Background: an optimization exercise with open tools, aiming at small area, a short achievable clock period and few clock cycles per item. Do not read the settings as production practice. RTL that was checked went through simulation tests only; none was proved equivalent to the original. Power figures rest on the tool's default switching activity, not on a simulated workload.

// prefix_adder_top
module prefix_adder_top (
	input wire logic clk,
	input wire logic reset,
	input wire logic valid_in,
	input wire logic ready_in,
	input wire prefix_ctrl_pkg::tag_t tag_in,
	input wire prefix_data_pkg::block_t data_in,
	output logic busy,
	output logic ready_out,
	output logic valid_out,
	output prefix_ctrl_pkg::tag_t tag_out,
	output prefix_data_pkg::block_t data_out
);
For scale: ~100 flip-flops, about 0.0069 mm2 of cells after synthesis.
==> module prefix_network, before the edit <==
module prefix_network (
	input wire logic clk,
	input wire logic enable,
	input wire prefix_data_pkg::block_t data_in,
	output prefix_data_pkg::block_t sums
);
	localparam int W = 8;
	localparam int N = 8;
	localparam int H = N / 2;
	localparam int J = 6;
	prefix_data_pkg::block_t layer1;
	prefix_data_pkg::block_t layer2;
	prefix_layer #(.SPAN(1)) u_layer1 (.sums_in(data_in), .sums_out(layer1));
	prefix_layer #(.SPAN(2)) u_layer2 (.sums_in(layer1), .sums_out(layer2));
	logic [N*W-1:0] flat2;
	assign flat2 = layer2;
	logic [N*W-1:0] next_sums;
	logic [H-1:0] next_carry;
	logic [N*W-1:0] held_sums;
	logic [H-1:0] held_carry;
	assign next_sums[H*W-1:0] = flat2[H*W-1:0];
	for (genvar i = H; i < N; i++) begin : g_upper
		if (J == 0) begin : g_none
			assign next_sums[i*W +: W] = flat2[i*W +: W];
			assign next_carry[i-H] = 1'b0;
		end else if (J >= W) begin : g_all
			assign next_sums[i*W +: W] = flat2[i*W +: W] + flat2[(H-1)*W +: W];
			assign next_carry[i-H] = 1'b0;
		end else begin : g_part
			logic [J:0] low;
			assign low = {1'b0, flat2[i*W +: J]} + {1'b0, flat2[(H-1)*W +: J]};
			assign next_sums[i*W +: W] = {flat2[i*W+J +: W-J], low[J-1:0]};
			assign next_carry[i-H] = low[J];
		end
	end
	always_ff @(posedge clk) begin
		if (enable) begin
			held_sums <= next_sums;
		end
	end
	if (J > 0 && J < W) begin : g_carry_reg
		always_ff @(posedge clk) begin
			if (enable) begin
				held_carry <= next_carry;
			end
		end
	end else begin : g_no_carry
		assign held_carry = '0;
	end
	localparam int C = 2;
	localparam int HB = ((6 > 0 && 6 < 8) ? 8 - 6 : 1);
	logic [C*HB-1:0] held_top_n;
	if (J > 0 && J < W) begin : g_top_reg
		always_ff @(posedge clk) begin
			if (enable) begin
				held_top_n <= ~{C{next_sums[(H-1)*W+J +: HB]}};
			end
		end
	end else begin : g_no_top
		assign held_top_n = '1;
	end
	prefix_finish u_finish (
		.held_sums(held_sums),
		.held_carry(held_carry),
		.held_top_n(held_top_n),
		.sums(sums)
	);
endmodule
==> module prefix_finish, before the edit <==
module prefix_finish (
	input wire logic [8*8-1:0] held_sums,
	input wire logic [8/2-1:0] held_carry,
	input wire logic [2*((6 > 0 && 6 < 8) ? 8 - 6 : 1)-1:0] held_top_n,
	output prefix_data_pkg::block_t sums
);
	localparam int W = 8;
	localparam int N = 8;
	localparam int H = N / 2;
	localparam int J = 6;
	localparam int C = 2;
	localparam int HB = ((6 > 0 && 6 < 8) ? 8 - 6 : 1);
	logic [N*W-1:0] flat_out;
	assign flat_out[H*W-1:0] = held_sums[H*W-1:0];
	for (genvar i = H; i < N; i++) begin : g_finish
		if (J == 0) begin : g_none
			assign flat_out[i*W +: W] = held_sums[i*W +: W] + held_sums[(H-1)*W +: W];
		end else if (J >= W) begin : g_all
			assign flat_out[i*W +: W] = held_sums[i*W +: W];
		end else begin : g_part
			assign flat_out[i*W +: W] = {
				held_sums[i*W+J +: W-J] + ~held_top_n[((i-H)*C/H)*HB +: W-J] + (W-J)'(held_carry[i-H]),
				held_sums[i*W +: J]
			};
		end
	end
	assign sums = flat_out;
endmodule
Settings: LEC_CHECK=0, ABC_AREA=1, CAP_MARGIN=20, CORE_MARGIN=2, CORE_UTILIZATION=55, CTS_BUF_LIST=sky130_fd_sc_hd__clkbuf_8, SLEW_MARGIN=20; clock period 4.0 ns.
standard.sh (not shown) runs the stock make flow with config.mk's settings and CLKGATE_MAP_FILE= SYNTH_SCRIPT=/design/flow/synth_recipe.tcl, a recipe that flattens the netlist after the stock synthesis.
==> flow/flow/run.sh <==
#!/bin/bash
# Layout flow: the standard layout (standard.sh), with ADDER_MAP_FILE empty so adders are
# left to ABC, and port buffers starting as buf_1 (repair resizes them where timing needs it).
# Each make run's full output goes to a log file in the work folder.
set -euo pipefail
WORK=$(pwd)
bash standard.sh \
	ADDER_MAP_FILE= \
	"BUFFER_PORTS_ARGS=-buffer_cell sky130_fd_sc_hd__buf_1" \
	finish > "$WORK/make_finish.log" 2>&1
The first run passed the timing, design-rule and antenna checks.
Change:
--- a/flow/design.v
+++ b/flow/design.v
@@ -98,7 +98,7 @@
 	localparam int W = 8;
 	localparam int N = 8;
 	localparam int H = N / 2;
-	localparam int J = 6;
+	localparam int J = 5;
 	prefix_data_pkg::block_t layer1;
 	prefix_data_pkg::block_t layer2;
 	prefix_layer #(.SPAN(1)) u_layer1 (.sums_in(data_in), .sums_out(layer1));
@@ -139,7 +139,7 @@
 		assign held_carry = '0;
 	end
 	localparam int C = 2;
-	localparam int HB = ((6 > 0 && 6 < 8) ? 8 - 6 : 1);
+	localparam int HB = ((5 > 0 && 5 < 8) ? 8 - 5 : 1);
 	logic [C*HB-1:0] held_top_n;
 	if (J > 0 && J < W) begin : g_top_reg
 		always_ff @(posedge clk) begin
@@ -163,15 +163,15 @@
 module prefix_finish (
 	input wire logic [8*8-1:0] held_sums,
 	input wire logic [8/2-1:0] held_carry,
-	input wire logic [2*((6 > 0 && 6 < 8) ? 8 - 6 : 1)-1:0] held_top_n,
+	input wire logic [2*((5 > 0 && 5 < 8) ? 8 - 5 : 1)-1:0] held_top_n,
 	output prefix_data_pkg::block_t sums
 );
 	localparam int W = 8;
 	localparam int N = 8;
 	localparam int H = N / 2;
-	localparam int J = 6;
+	localparam int J = 5;
 	localparam int C = 2;
-	localparam int HB = ((6 > 0 && 6 < 8) ? 8 - 6 : 1);
+	localparam int HB = ((5 > 0 && 5 < 8) ? 8 - 5 : 1);
 	logic [N*W-1:0] flat_out;
 	assign flat_out[H*W-1:0] = held_sums[H*W-1:0];
 	for (genvar i = H; i < N; i++) begin : g_finish
Final cell count climbs by 6.1%.
Flip-flop and latch count climbs by 1.
Combinational power drops by about 6%.
Routed wire length drops by 5.3%.
Cell area climbs by 2.9%.
Synthesized area climbs by 3.3%.
Non-clock buffer count drops by 1.
Function was not checked in any run of this note: the RTL went through the layout flow alone.

* * *

## the baseline
prefix_adder_top, a different RTL version from the one above (not shown whole).
Size: about 100 flip-flops, ~200 I/O pins.
## prefix_adder_top
module prefix_adder_top (
	input wire logic clk,
	input wire logic reset,
	input wire logic valid_in,
	input wire logic ready_in,
	input wire prefix_ctrl_pkg::tag_t tag_in,
	input wire prefix_data_pkg::block_t data_in,
	output logic busy,
	output logic ready_out,
	output logic valid_out,
	output prefix_ctrl_pkg::tag_t tag_out,
	output prefix_data_pkg::block_t data_out
);
	logic enable;
	pipe_control u_control (
		.clk(clk),
		.reset(reset),
		.valid_in(valid_in),
		.ready_in(ready_in),
		.tag_in(tag_in),
		.enable(enable),
		.ready_out(ready_out),
		.busy(busy),
		.valid_out(valid_out),
		.tag_out(tag_out)
	);
	prefix_network u_network (
		.clk(clk),
		.enable(enable),
		.data_in(data_in),
		.sums(data_out)
	);
endmodule
==> module prefix_network, before the edit <==
module prefix_network (
	input wire logic clk,
	input wire logic enable,
	input wire prefix_data_pkg::block_t data_in,
	output prefix_data_pkg::block_t sums
);
	localparam int W = 8;
	localparam int N = 8;
	localparam int H = N / 2;
	localparam int J = 6;
	prefix_data_pkg::block_t layer1;
	prefix_data_pkg::block_t layer2;
	prefix_layer #(.SPAN(1)) u_layer1 (.sums_in(data_in), .sums_out(layer1));
	prefix_layer #(.SPAN(2)) u_layer2 (.sums_in(layer1), .sums_out(layer2));
	logic [N*W-1:0] flat2;
	assign flat2 = layer2;
	logic [N*W-1:0] next_sums;
	logic [H-1:0] next_carry;
	logic [N*W-1:0] held_sums;
	logic [H-1:0] held_carry;
	assign next_sums[H*W-1:0] = flat2[H*W-1:0];
	for (genvar i = H; i < N; i++) begin : g_upper
		if (J == 0) begin : g_none
			assign next_sums[i*W +: W] = flat2[i*W +: W];
			assign next_carry[i-H] = 1'b0;
		end else if (J >= W) begin : g_all
			assign next_sums[i*W +: W] = flat2[i*W +: W] + flat2[(H-1)*W +: W];
			assign next_carry[i-H] = 1'b0;
		end else begin : g_part
			logic [J:0] low;
			assign low = {1'b0, flat2[i*W +: J]} + {1'b0, flat2[(H-1)*W +: J]};
			assign next_sums[i*W +: W] = {flat2[i*W+J +: W-J], low[J-1:0]};
			assign next_carry[i-H] = low[J];
		end
	end
	always_ff @(posedge clk) begin
		if (enable) begin
			held_sums <= next_sums;
		end
	end
	if (J > 0 && J < W) begin : g_carry_reg
		always_ff @(posedge clk) begin
			if (enable) begin
				held_carry <= next_carry;
			end
		end
	end else begin : g_no_carry
		assign held_carry = '0;
	end
	logic [N*W-1:0] flat_out;
	assign flat_out[H*W-1:0] = held_sums[H*W-1:0];
	for (genvar i = H; i < N; i++) begin : g_finish
		if (J == 0) begin : g_none
			assign flat_out[i*W +: W] = held_sums[i*W +: W] + held_sums[(H-1)*W +: W];
		end else if (J >= W) begin : g_all
			assign flat_out[i*W +: W] = held_sums[i*W +: W];
		end else begin : g_part
			assign flat_out[i*W +: W] = {
				held_sums[i*W+J +: W-J] + held_sums[(H-1)*W+J +: W-J] + (W-J)'(held_carry[i-H]),
				held_sums[i*W +: J]
			};
		end
	end
	assign sums = flat_out;
endmodule
Settings: LEC_CHECK=0, CAP_MARGIN=20, CORE_MARGIN=2, CORE_UTILIZATION=40, SETUP_SLACK_MARGIN=2.0, SLEW_MARGIN=20; clock period 4.0 ns.
==> flow/flow/run.sh <==
#!/bin/bash
# Layout flow: the standard layout (standard.sh) with three changes, all in synthesis
# mapping or port buffering; registers, floorplan, power grid, CTS and routing are standard.
#  - synthesis runs synth_recipe.tcl unchanged, through flow/synth_wrap.tcl, which only swaps
#    the ABC script that maps the combinational logic for flow/abc_fast.script
#  - ADDER_MAP_FILE is empty, so adders are not frozen into full/half adder cells before ABC
#  - port buffers start as buf_1; repair resizes them where timing needs it
# Each make run's full output goes to a log file in the work folder.
set -euo pipefail
WORK=$(pwd)
bash standard.sh \
	SYNTH_SCRIPT="$WORK/flow/synth_wrap.tcl" \
	ADDER_MAP_FILE= \
	"BUFFER_PORTS_ARGS=-buffer_cell sky130_fd_sc_hd__buf_1" \
	finish > "$WORK/make_finish.log" 2>&1
==> flow/flow/abc_fast.script <==
strash
dch
map -D 500
topo
upsize
dnsize
==> flow/flow/synth_wrap.tcl <==
# The standard flow's synthesis script, with the ABC script for combinational mapping swapped
set flow_dir [file dirname [file normalize [info script]]]
set fast_abc_script [file join $flow_dir abc_fast.script]
proc abc {args} {
	set i [lsearch -exact $args -script]
	if { $i >= 0 } {
		lset args [expr {$i + 1}] $::fast_abc_script
	}
	puts "synth_wrap: abc {*}$args"
	yosys abc {*}$args
}
source [file join [file dirname $flow_dir] synth_recipe.tcl]
Testbench counts of the baseline, summed over its fixed seeds: cycles 2,056, items 2,048.
[inputs] the candidate vs the baseline
-- flow/design.v --
<<< the baseline, line 99
	localparam int N = 8;
	localparam int H = N / 2;
	localparam int J = 6;
	prefix_data_pkg::block_t layer1;
	prefix_data_pkg::block_t layer2;
>>> the candidate, line 99
	localparam int N = 8;
	localparam int H = N / 2;
	localparam int J = 0;
	prefix_data_pkg::block_t layer1;
	prefix_data_pkg::block_t layer2;
[summary]
The final reports for the candidate and the baseline show clock share of power higher in the former. Taking the baseline as the reference, in the candidate post-layout net count lost 39, combined area of all synthesized cells lost about 8%. In the candidate, fraction of area in multi-input gates is lower than in the baseline. The candidate | stages: all done | timing, DRC, antenna: all pass. Between the baseline and the candidate, the slack of the critical path is higher for the baseline.
For the candidate, only the layout was checked, not whether the RTL still works.

* * *

prefix_adder_top, a different RTL version from the one above (not shown whole).
Size: ~100 flip-flops, roughly 200 I/O pins, about 7200 µm² of cells after synthesis.
==> module prefix_network, before the edit <==
module prefix_network (
	input wire logic clk,
	input wire logic enable,
	input wire prefix_data_pkg::block_t data_in,
	output prefix_data_pkg::block_t sums
);
	localparam int W = 8;
	localparam int N = 8;
	localparam int H = N / 2;
	localparam int J = 4;
	prefix_data_pkg::block_t layer1;
	prefix_data_pkg::block_t layer2;
	prefix_layer #(.SPAN(1)) u_layer1 (.sums_in(data_in), .sums_out(layer1));
	prefix_layer #(.SPAN(2)) u_layer2 (.sums_in(layer1), .sums_out(layer2));
	logic [N*W-1:0] flat2;
	assign flat2 = layer2;
	logic [N*W-1:0] next_sums;
	logic [H-1:0] next_carry;
	logic [N*W-1:0] held_sums;
	logic [H-1:0] held_carry;
	assign next_sums[H*W-1:0] = flat2[H*W-1:0];
	for (genvar i = H; i < N; i++) begin : g_upper
		if (J == 0) begin : g_none
			assign next_sums[i*W +: W] = flat2[i*W +: W];
			assign next_carry[i-H] = 1'b0;
		end else if (J >= W) begin : g_all
			assign next_sums[i*W +: W] = flat2[i*W +: W] + flat2[(H-1)*W +: W];
			assign next_carry[i-H] = 1'b0;
		end else begin : g_part
			logic [J:0] low;
			assign low = {1'b0, flat2[i*W +: J]} + {1'b0, flat2[(H-1)*W +: J]};
			assign next_sums[i*W +: W] = {flat2[i*W+J +: W-J], low[J-1:0]};
			assign next_carry[i-H] = low[J];
		end
	end
	always_ff @(posedge clk) begin
		if (enable) begin
			held_sums <= next_sums;
		end
	end
	if (J > 0 && J < W) begin : g_carry_reg
		always_ff @(posedge clk) begin
			if (enable) begin
				held_carry <= next_carry;
			end
		end
	end else begin : g_no_carry
		assign held_carry = '0;
	end
	logic [N*W-1:0] flat_out;
	assign flat_out[H*W-1:0] = held_sums[H*W-1:0];
	for (genvar i = H; i < N; i++) begin : g_finish
		if (J == 0) begin : g_none
			assign flat_out[i*W +: W] = held_sums[i*W +: W] + held_sums[(H-1)*W +: W];
		end else if (J >= W) begin : g_all
			assign flat_out[i*W +: W] = held_sums[i*W +: W];
		end else begin : g_part
			assign flat_out[i*W +: W] = {
				held_sums[i*W+J +: W-J] + held_sums[(H-1)*W+J +: W-J] + (W-J)'(held_carry[i-H]),
				held_sums[i*W +: J]
			};
		end
	end
	assign sums = flat_out;
endmodule
export LEC_CHECK = 0
export CAP_MARGIN = 20
export CORE_MARGIN = 2
export CORE_UTILIZATION = 40
export SETUP_SLACK_MARGIN = 2.0
export SLEW_MARGIN = 20
create_clock -name core_clock -period 4.0 [get_ports {clk}]
Scripts as last shown in full above: flow/flow/run.sh, flow/flow/abc_fast.script, flow/flow/synth_wrap.tcl
The starting point passed the timing, design-rule and antenna checks.
Next try:
--- a/flow/design.v
+++ b/flow/design.v
@@ -97,9 +97,9 @@
 );
 	localparam int W = 8;
 	localparam int N = 8;
 	localparam int H = N / 2;
-	localparam int J = 4;
+	localparam int J = 7;
 	prefix_data_pkg::block_t layer1;
 	prefix_data_pkg::block_t layer2;
 	prefix_layer #(.SPAN(1)) u_layer1 (.sums_in(data_in), .sums_out(layer1));
 	prefix_layer #(.SPAN(2)) u_layer2 (.sums_in(layer1), .sums_out(layer2));
Effect:
- The new run finished with timing, DRC and antenna clean
- setup slack loses 320 ps
- cell count is about the same
- design area climbs by 3.7%
- count of clock-buffer cells in the layout grows by 1
- total power increases by 11%
- wire length climbs by 3.2%
No functional check of the RTL was part of any run of this note.

* * *

== old ==
The RTL this note starts from:
==> flow/design.v <==
`default_nettype none
package prefix_data_pkg;
	typedef logic signed [8-1:0] lane_t;
	typedef lane_t [8-1:0] block_t;
	function automatic logic [8-1:0] lane_add(
		input logic [8-1:0] a,
		input logic [8-1:0] b
	);
		logic [8-1:0] p;
		logic [8-1:0] gen;
		logic [8-1:0] prop;
		p = a ^ b;
		gen = a & b;
		prop = p;
		for (int s = 0; (1 << s) < 8; s++) begin
			for (int i = 8 - 1; i >= 0; i--) begin
				if ((i & (1 << s)) != 0) begin
					gen[i] = gen[i] | (prop[i] & gen[((i >> s) << s) - 1]);
					prop[i] = prop[i] & prop[((i >> s) << s) - 1];
				end
			end
		end
		lane_add = p ^ {gen[8-2:0], 1'b0};
	endfunction
endpackage
`default_nettype wire
`default_nettype none
package prefix_ctrl_pkg;
	typedef logic [32-1:0] tag_t;
endpackage
`default_nettype wire
`timescale 1ns/10ps
`default_nettype none
module pipe_control (
	input wire logic clk,
	input wire logic reset,
	input wire logic valid_in,
	input wire logic ready_in,
	input wire prefix_ctrl_pkg::tag_t tag_in,
	output logic enable,
	output logic ready_out,
	output logic busy,
	output logic valid_out,
	output prefix_ctrl_pkg::tag_t tag_out
);
	logic valid_q;
	prefix_ctrl_pkg::tag_t tag_q;
	assign enable = ready_in;
	assign ready_out = ready_in;
	always_ff @(posedge clk or posedge reset) begin
		if (reset) begin
			valid_q <= 1'b0;
		end else if (enable) begin
			valid_q <= valid_in;
		end
	end
	always_ff @(posedge clk) begin
		if (enable) begin
			tag_q <= tag_in;
		end
	end
	assign busy = valid_q;
	assign valid_out = valid_q;
	assign tag_out = tag_q;
endmodule
`default_nettype wire
`timescale 1ns/10ps
`default_nettype none
module prefix_layer #(
	parameter int SPAN = 1
) (
	input wire prefix_data_pkg::block_t sums_in,
	output prefix_data_pkg::block_t sums_out
);
	localparam int W = 8;
	logic [8*W-1:0] flat_in;
	logic [8*W-1:0] flat_next;
	assign flat_in = sums_in;
	for (genvar i = 0; i < 8; i++) begin : g_lane
		if ((i & SPAN) != 0) begin : g_add
			localparam int SRC = (i / (2 * SPAN)) * (2 * SPAN) + SPAN - 1;
			assign flat_next[i*W +: W] = prefix_data_pkg::lane_add(flat_in[i*W +: W], flat_in[SRC*W +: W]);
		end else begin : g_pass
			assign flat_next[i*W +: W] = flat_in[i*W +: W];
		end
	end
	assign sums_out = flat_next;
endmodule
`default_nettype wire
`timescale 1ns/10ps
`default_nettype none
module prefix_network (
	input wire logic clk,
	input wire logic enable,
	input wire prefix_data_pkg::block_t data_in,
	output prefix_data_pkg::block_t sums
);
	localparam int W = 8;
	localparam int N = 8;
	localparam int H = N / 2;
	localparam int J = 5;
	prefix_data_pkg::block_t layer1;
	prefix_data_pkg::block_t layer2;
	prefix_layer #(.SPAN(1)) u_layer1 (.sums_in(data_in), .sums_out(layer1));
	prefix_layer #(.SPAN(2)) u_layer2 (.sums_in(layer1), .sums_out(layer2));
	logic [N*W-1:0] flat2;
	assign flat2 = layer2;
	logic [N*W-1:0] next_sums;
	logic [H-1:0] next_carry;
	logic [N*W-1:0] held_sums;
	logic [H-1:0] held_carry;
	assign next_sums[H*W-1:0] = flat2[H*W-1:0];
	for (genvar i = H; i < N; i++) begin : g_upper
		if (J == 0) begin : g_none
			assign next_sums[i*W +: W] = flat2[i*W +: W];
			assign next_carry[i-H] = 1'b0;
		end else if (J >= W) begin : g_all
			assign next_sums[i*W +: W] = flat2[i*W +: W] + flat2[(H-1)*W +: W];
			assign next_carry[i-H] = 1'b0;
		end else begin : g_part
			logic [J:0] low;
			assign low = {1'b0, flat2[i*W +: J]} + {1'b0, flat2[(H-1)*W +: J]};
			assign next_sums[i*W +: W] = {flat2[i*W+J +: W-J], low[J-1:0]};
			assign next_carry[i-H] = low[J];
		end
	end
	always_ff @(posedge clk) begin
		if (enable) begin
			held_sums <= next_sums;
		end
	end
	if (J > 0 && J < W) begin : g_carry_reg
		always_ff @(posedge clk) begin
			if (enable) begin
				held_carry <= next_carry;
			end
		end
	end else begin : g_no_carry
		assign held_carry = '0;
	end
	prefix_finish u_finish (
		.held_sums(held_sums),
		.held_carry(held_carry),
		.sums(sums)
	);
endmodule
`default_nettype wire
`timescale 1ns/10ps
`default_nettype none
module prefix_finish (
	input wire logic [8*8-1:0] held_sums,
	input wire logic [8/2-1:0] held_carry,
	output prefix_data_pkg::block_t sums
);
	localparam int W = 8;
	localparam int N = 8;
	localparam int H = N / 2;
	localparam int J = 5;
	logic [N*W-1:0] flat_out;
	assign flat_out[H*W-1:0] = held_sums[H*W-1:0];
	for (genvar i = H; i < N; i++) begin : g_finish
		if (J == 0) begin : g_none
			assign flat_out[i*W +: W] = held_sums[i*W +: W] + held_sums[(H-1)*W +: W];
		end else if (J >= W) begin : g_all
			assign flat_out[i*W +: W] = held_sums[i*W +: W];
		end else begin : g_part
			assign flat_out[i*W +: W] = {
				held_sums[i*W+J +: W-J] + held_sums[(H-1)*W+J +: W-J] + (W-J)'(held_carry[i-H]),
				held_sums[i*W +: J]
			};
		end
	end
	assign sums = flat_out;
endmodule
`default_nettype wire
`timescale 1ns/10ps
`default_nettype none
module prefix_adder_top (
	input wire logic clk,
	input wire logic reset,
	input wire logic valid_in,
	input wire logic ready_in,
	input wire prefix_ctrl_pkg::tag_t tag_in,
	input wire prefix_data_pkg::block_t data_in,
	output logic busy,
	output logic ready_out,
	output logic valid_out,
	output prefix_ctrl_pkg::tag_t tag_out,
	output prefix_data_pkg::block_t data_out
);
	logic enable;
	pipe_control u_control (
		.clk(clk),
		.reset(reset),
		.valid_in(valid_in),
		.ready_in(ready_in),
		.tag_in(tag_in),
		.enable(enable),
		.ready_out(ready_out),
		.busy(busy),
		.valid_out(valid_out),
		.tag_out(tag_out)
	);
	prefix_network u_network (
		.clk(clk),
		.enable(enable),
		.data_in(data_in),
		.sums(data_out)
	);
endmodule
`default_nettype wire
export LEC_CHECK = 0
export ABC_AREA = 1
export CAP_MARGIN = 20
export CORE_MARGIN = 2
export CORE_UTILIZATION = 60
export CTS_BUF_LIST = sky130_fd_sc_hd__clkbuf_8
export SLEW_MARGIN = 20
create_clock -name core_clock -period 4.0 [get_ports {clk}]
==> flow/flow/run.sh <==
#!/bin/bash
# Layout flow: the standard layout (standard.sh) with these changes, all in synthesis
# mapping or port buffering; registers, floorplan, power grid, CTS and routing are standard.
#  - ADDER_MAP_FILE is empty, so adders are left to ABC instead of full/half adder cells
#  - prefix_finish (the logic between the block register and the outputs) is kept as its own
#    module through synthesis (SYNTH_KEEP_MODULES), and flow/synth_wrap.tcl maps it with
#    flow/abc_fast.script while the rest keeps the flow's ABC script; synth_recipe.tcl then
#    flattens the design as usual
#  - port buffers start as buf_1; repair resizes them where timing needs it
# Each make run's full output goes to a log file in the work folder.
set -euo pipefail
WORK=$(pwd)
bash standard.sh \
	SYNTH_SCRIPT="$WORK/flow/synth_wrap.tcl" \
	ADDER_MAP_FILE= \
	SYNTH_KEEP_MODULES=prefix_finish \
	"BUFFER_PORTS_ARGS=-buffer_cell sky130_fd_sc_hd__buf_1" \
	finish > "$WORK/make_finish.log" 2>&1
==> flow/flow/synth_wrap.tcl <==
# The standard flow's synthesis script; its one ABC call is split in two: the kept module prefix_finish
# is mapped with flow/abc_fast.script, the rest of the design with the flow's own script
set flow_dir [file dirname [file normalize [info script]]]
set fast_abc_script [file join $flow_dir abc_fast.script]
proc abc {args} {
	set fast_args $args
	set i [lsearch -exact $fast_args -script]
	if { $i >= 0 } {
		lset fast_args [expr {$i + 1}] $::fast_abc_script
	}
	puts "synth_wrap: abc {*}$fast_args prefix_finish"
	yosys abc {*}$fast_args prefix_finish
	puts "synth_wrap: abc {*}$args prefix_adder_top"
	yosys abc {*}$args prefix_adder_top
}
source [file join [file dirname $flow_dir] synth_recipe.tcl]
Scripts as last shown in full above: flow/flow/abc_fast.script
Relative to old, the following input files were edited for new:
==> flow/design.v, changed modules only <==
module prefix_network (
	input wire logic clk,
	input wire logic enable,
	input wire prefix_data_pkg::block_t data_in,
	output prefix_data_pkg::block_t sums
);
	localparam int W = 8;
	localparam int N = 8;
	localparam int H = N / 2;
	localparam int J = 4;
	prefix_data_pkg::block_t layer1;
	prefix_data_pkg::block_t layer2;
	prefix_layer #(.SPAN(1)) u_layer1 (.sums_in(data_in), .sums_out(layer1));
	prefix_layer #(.SPAN(2)) u_layer2 (.sums_in(layer1), .sums_out(layer2));
	logic [N*W-1:0] flat2;
	assign flat2 = layer2;
	logic [N*W-1:0] next_sums;
	logic [H-1:0] next_carry;
	logic [N*W-1:0] held_sums;
	logic [H-1:0] held_carry;
	assign next_sums[H*W-1:0] = flat2[H*W-1:0];
	for (genvar i = H; i < N; i++) begin : g_upper
		if (J == 0) begin : g_none
			assign next_sums[i*W +: W] = flat2[i*W +: W];
			assign next_carry[i-H] = 1'b0;
		end else if (J >= W) begin : g_all
			assign next_sums[i*W +: W] = flat2[i*W +: W] + flat2[(H-1)*W +: W];
			assign next_carry[i-H] = 1'b0;
		end else begin : g_part
			logic [J:0] low;
			assign low = {1'b0, flat2[i*W +: J]} + {1'b0, flat2[(H-1)*W +: J]};
			assign next_sums[i*W +: W] = {flat2[i*W+J +: W-J], low[J-1:0]};
			assign next_carry[i-H] = low[J];
		end
	end
	always_ff @(posedge clk) begin
		if (enable) begin
			held_sums <= next_sums;
		end
	end
	if (J > 0 && J < W) begin : g_carry_reg
		always_ff @(posedge clk) begin
			if (enable) begin
				held_carry <= next_carry;
			end
		end
	end else begin : g_no_carry
		assign held_carry = '0;
	end
	localparam int C = 2;
	localparam int HB = ((4 > 0 && 4 < 8) ? 8 - 4 : 1);
	logic [C*HB-1:0] held_top_n;
	if (J > 0 && J < W) begin : g_top_reg
		always_ff @(posedge clk) begin
			if (enable) begin
				held_top_n <= ~{C{next_sums[(H-1)*W+J +: HB]}};
			end
		end
	end else begin : g_no_top
		assign held_top_n = '1;
	end
	prefix_finish u_finish (
		.held_sums(held_sums),
		.held_carry(held_carry),
		.held_top_n(held_top_n),
		.sums(sums)
	);
endmodule
module prefix_finish (
	input wire logic [8*8-1:0] held_sums,
	input wire logic [8/2-1:0] held_carry,
	input wire logic [2*((4 > 0 && 4 < 8) ? 8 - 4 : 1)-1:0] held_top_n,
	output prefix_data_pkg::block_t sums
);
	localparam int W = 8;
	localparam int N = 8;
	localparam int H = N / 2;
	localparam int J = 4;
	localparam int C = 2;
	localparam int HB = ((4 > 0 && 4 < 8) ? 8 - 4 : 1);
	logic [N*W-1:0] flat_out;
	assign flat_out[H*W-1:0] = held_sums[H*W-1:0];
	for (genvar i = H; i < N; i++) begin : g_finish
		if (J == 0) begin : g_none
			assign flat_out[i*W +: W] = held_sums[i*W +: W] + held_sums[(H-1)*W +: W];
		end else if (J >= W) begin : g_all
			assign flat_out[i*W +: W] = held_sums[i*W +: W];
		end else begin : g_part
			assign flat_out[i*W +: W] = {
				held_sums[i*W+J +: W-J] + ~held_top_n[((i-H)*C/H)*HB +: W-J] + (W-J)'(held_carry[i-H]),
				held_sums[i*W +: J]
			};
		end
	end
	assign sums = flat_out;
endmodule
### Flow results
Changes observed in new relative to old: power after layout went up; clock group power now larger; final cell count has decreased; number of sequential storage elements rose 4.0%; depth of the critical timing path with buffers and inverters included decreased by 1 relative to the old numbers. Of the two values seen for capturing instance or port of the critical path, data_out[47] was produced by old and data_out[38] by new. Between old and new, the difference in clock transition at the registers of the reported paths is negligible. When new is set beside old, its sequential power turns out to be about 3% larger. Going from old to new, total non-filler cell area in the finished layout grows by about 3.3%.
Function was not checked in any run of this note: the RTL went through the layout flow alone.

## static timing again, ports no longer ideal
Ports are ideal in the flow. The routed layouts listed here were re-timed in OpenROAD.
Step 1 sets driving cells, clkbuf_16 on the clock port and buf_2 on the other inputs (assumed; they add their load-dependent delay and slew).
Step 2 adds t to the input delays and takes it off the output delays; t is the mean of the earliest and latest rising clock arrival at the registers after step 1. Input paths then give back, and output paths get back, about the clock's delay inside the block.
Three values: ideal, step 1, step 2; two values: the first two.
| run | t, ns | setup slack, ns | worst hold slack (ns) | latest minus earliest clock arrival (ns) | worst data-port slew with drivers (ns) |
|---|---|---|---|---|---|
| the first run of note 1 | 0.407 | 1.420 / 1.429 / 1.022 | 0.206 / 0.198 / 0.559 | 0.016 / 0.017 | 0.05 |
| the second run of note 1 | 0.403 | 1.273 / 1.236 / 1.207 | 0.218 / 0.206 / 0.542 | 0.015 / 0.014 | 0.06 |
| the baseline | 0.391 | 1.333 / 1.317 / 0.926 | 0.236 / 0.219 / 0.538 | 0.010 / 0.010 | 0.07 |
| the candidate | 0.398 | 0.952 / 0.910 / 1.274 | 0.231 / 0.215 / 0.547 | 0.013 / 0.014 | 0.17 |
| the first run of note 3 | 0.397 | 1.344 / 1.298 / 1.194 | 0.241 / 0.214 / 0.593 | 0.013 / 0.013 | 0.12 |
| the second run of note 3 | 0.399 | 1.027 / 1.028 / 0.629 | 0.233 / 0.207 / 0.532 | 0.006 / 0.006 | 0.17 |
| old | 0.406 | 1.400 / 1.364 / 1.145 | 0.215 / 0.201 / 0.571 | 0.014 / 0.014 | 0.06 |
| new | 0.408 | 1.466 / 1.433 / 1.229 | 0.203 / 0.191 / 0.543 | 0.014 / 0.014 | 0.06 |
After both steps every run listed still meets setup and hold. For the baseline, which loses most, drivers alone change the setup slack by -0.016 ns; drivers and shift together by -0.407 ns.
